Context: an optimization exercise on an open-source flow, tuned for small area. The choices shown serve that exercise and are no tape-out recipe. The RTL was checked by simulation tests, not by an equivalence proof against the original design. Power and IR drop assume default switching activity.

==> flow/design.v (excerpt) <==
module id_stage_top (
    input  logic        CLK,
    input  logic        RST,
    input  logic [31:0] fetch_pc1,
    input  logic [31:0] fetch_pc2,
    input  logic [31:0] fetch_inst1,
    input  logic [31:0] fetch_inst2,
    input  logic [31:0] clr_w_mask,
    input  logic        ex_set_pc,
    input  logic [31:0] ex_pc,
    output logic [31:0] ctrl1,
    output logic [31:0] ctrl2,
    output logic        id_set_pc,
    output logic [31:0] id_pc
);
export LEC_CHECK = 0
export CAP_MARGIN = 20
export CORE_MARGIN = 2
export CORE_UTILIZATION = 55
export GPL_TIMING_DRIVEN = 0
export SETUP_SLACK_MARGIN = 0.25
export SLEW_MARGIN = 20
create_clock -name core_clock -period 5.5 [get_ports {CLK}]
standard.sh (not shown) runs the stock make flow with config.mk's settings and CLKGATE_MAP_FILE= SYNTH_SCRIPT=/design/flow/synth_recipe.tcl, a recipe that flattens the netlist after the stock synthesis.
==> flow/flow/run.sh <==
#!/bin/bash
# The standard layout (standard.sh) with these changes:
#  - synthesis: synth_recipe.tcl unchanged, except that ABC maps with the
#    area-oriented script flow/abc.script instead of ORFS's speed script;
#  - port buffers: the smallest buffer (buf_1) instead of buffer_ports' pick;
#  - clock tree: clkbuf_4 buffers, clusters of at most 10 sinks, no dummy loads;
set -euo pipefail
here=$(pwd)
{
  echo 'proc abc {args} {'
  echo '  set i [lsearch $args -script]'
  echo "  if {\$i >= 0} { lset args [expr {\$i + 1}] $here/flow/abc.script }"
  echo '  yosys abc {*}$args'
  echo '}'
  cat synth_recipe.tcl
} > own_synth.tcl
sed "s|SYNTH_SCRIPT=[^ ]*|SYNTH_SCRIPT=$here/own_synth.tcl|" standard.sh > own_standard.sh
grep -q "SYNTH_SCRIPT=$here/own_synth.tcl" own_standard.sh
export BUFFER_PORTS_ARGS="-buffer_cell sky130_fd_sc_hd__buf_1"
export CTS_ARGS="-sink_clustering_enable -repair_clock_nets -buf_list sky130_fd_sc_hd__clkbuf_4 -sink_clustering_size 10 -dont_use_dummy_load"
export REMOVE_ABC_BUFFERS=1
bash own_standard.sh > standard.log 2>&1
==> flow/flow/abc.script <==
strash
dch
amap
topo
Change:
--- a/flow/design.v
+++ b/flow/design.v
@@ -129,33 +129,33 @@
     endfunction
     function automatic logic [4:0] dest_of(input logic [31:0] inst);
         case (inst[31:26])
             6'b000000:                             dest_of = inst[15:11];
             6'b001000, 6'b100011, 6'b001101, 6'b001111: dest_of = inst[20:16];
             default:                               dest_of = '0;
         endcase
     endfunction
     logic        rst_q;                  
     logic [31:0] pc_nx;                  
     logic [3:0]  cls1, cls2;
     logic [4:0]  rd1, rd2;               
-    localparam logic [3:0] C_STALL = 4'b1111;    
+    logic        ok1, ok2;               
     logic [2:0]  bp1, bp2;               
     logic [3:0]  o_cls1, o_cls2;         
     logic [4:0]  o_dst1, o_dst2;
     logic [2:0]  o_bp1, o_bp2;
     logic        va1, va2;               
     logic        l1, l2;
-    assign l1 = !rst_q && cls1 != C_STALL && !ex_set_pc;
-    assign l2 = l1 && cls2 != C_STALL;
+    assign l1 = !rst_q && ok1 && !ex_set_pc;
+    assign l2 = l1 && ok2;
     logic na1, na2, nb1, nb2;            
     logic na1_ld, na2_ld;
     assign na1    = l1 && (rd1 != '0) && !clr_w_mask[rd1];
     assign na2    = l2 && (rd2 != '0) && !clr_w_mask[rd2];
     assign nb1    = va1 && !clr_w_mask[o_dst1];
     assign nb2    = va2 && !clr_w_mask[o_dst2];
     assign na1_ld = (cls1 == C_LW);
     assign na2_ld = (cls2 == C_LW);
     function automatic logic [3:0] query(input logic [4:0] r);
         logic ha1, ha2, hb1, hb2;
         ha1 = na1 && (r == rd1);
         ha2 = na2 && (r == rd2);
@@ -242,28 +242,30 @@
         end else begin : g_in
             if (G == 0) begin : g_first
                 assign f_borrow[i] = (fetch_pc1[i-1:L] == '0);
             end else begin : g_next
                 assign f_borrow[i] = (&f_gz[G-1:0]) && (fetch_pc1[i-1:L] == '0);
             end
         end
     end
     always_ff @(posedge CLK) begin
         rst_q <= RST;
         if (f_ok1 && f_ok2 && !f_dep) pc_nx <= fetch_pc2;
         else                          pc_nx <= fetch_pc1 ^ (f_borrow & {32{!f_ok1}});
-        cls1  <= f_ok1 ? f_cls1 | {1'b0, f_chk1[3], 2'b00} : C_STALL;
-        cls2  <= f_ok2 && !f_dep ? f_cls2 | {1'b0, f_chk2[3], 2'b00} : C_STALL;
+        cls1  <= f_cls1 | {1'b0, f_chk1[3], 2'b00};
+        cls2  <= f_cls2 | {1'b0, f_chk2[3], 2'b00};
         rd1   <= f_rd1;
         rd2   <= f_rd2;
+        ok1   <= f_ok1;
+        ok2   <= f_ok2 && !f_dep;
         bp1   <= f_chk1[2:0];
         bp2   <= f_chk2[2:0];
     end
     always_ff @(posedge CLK) begin
         if (RST) begin
             o_cls1    <= '0;
             o_cls2    <= '0;
             o_dst1    <= '0;
             o_dst2    <= '0;
             o_bp1     <= '0;
             o_bp2     <= '0;
             va1       <= 1'b0;
Via count came out lower by 4.4%; register-to-register slack gains 0.09 ns; power came out lower by 2.3%; clock power hardly moves; synthesized area hardly moves; cell area came out lower by 2.8%; final cell count came out lower by 0.86%; global-route usage came out lower by 2.1 points; core utilization came out lower by 2.2 points; wire length came out lower by 5.3%; setup slack gains 0.11 ns; combinational power came out lower by 10%; sequential power came out higher by about 0.4%.

[re-timing with driven ports]
The results above use ideal ports. As a check the final layouts listed here were re-extracted and re-timed, cells and wires unchanged.
Step 1 assumes that a clkbuf_16 drives the clock port and a buf_2 every other input.
Step 2 moves the port delays by t, midway between the first and last clock arrival at a register: inputs arrive t later, outputs are due t later. That takes back most of the time a late clock gives input paths.
a / b / c = no drivers / after step 1 / after step 2; a / b = the first two.
run | t (ns) | setup slack, ns | worst slew at a driven data input, ns
the first run | 0.575 | 0.236 / 0.240 / -0.334 | 0.06
the second run | 0.582 | 0.345 / 0.345 / -0.134 | 0.08
With both steps, setup timing fails in the first run and the second run, where it was met with ideal ports. The setup slack of the first run, which loses most, moves by +0.004 ns with the drivers and by -0.570 ns with both steps.
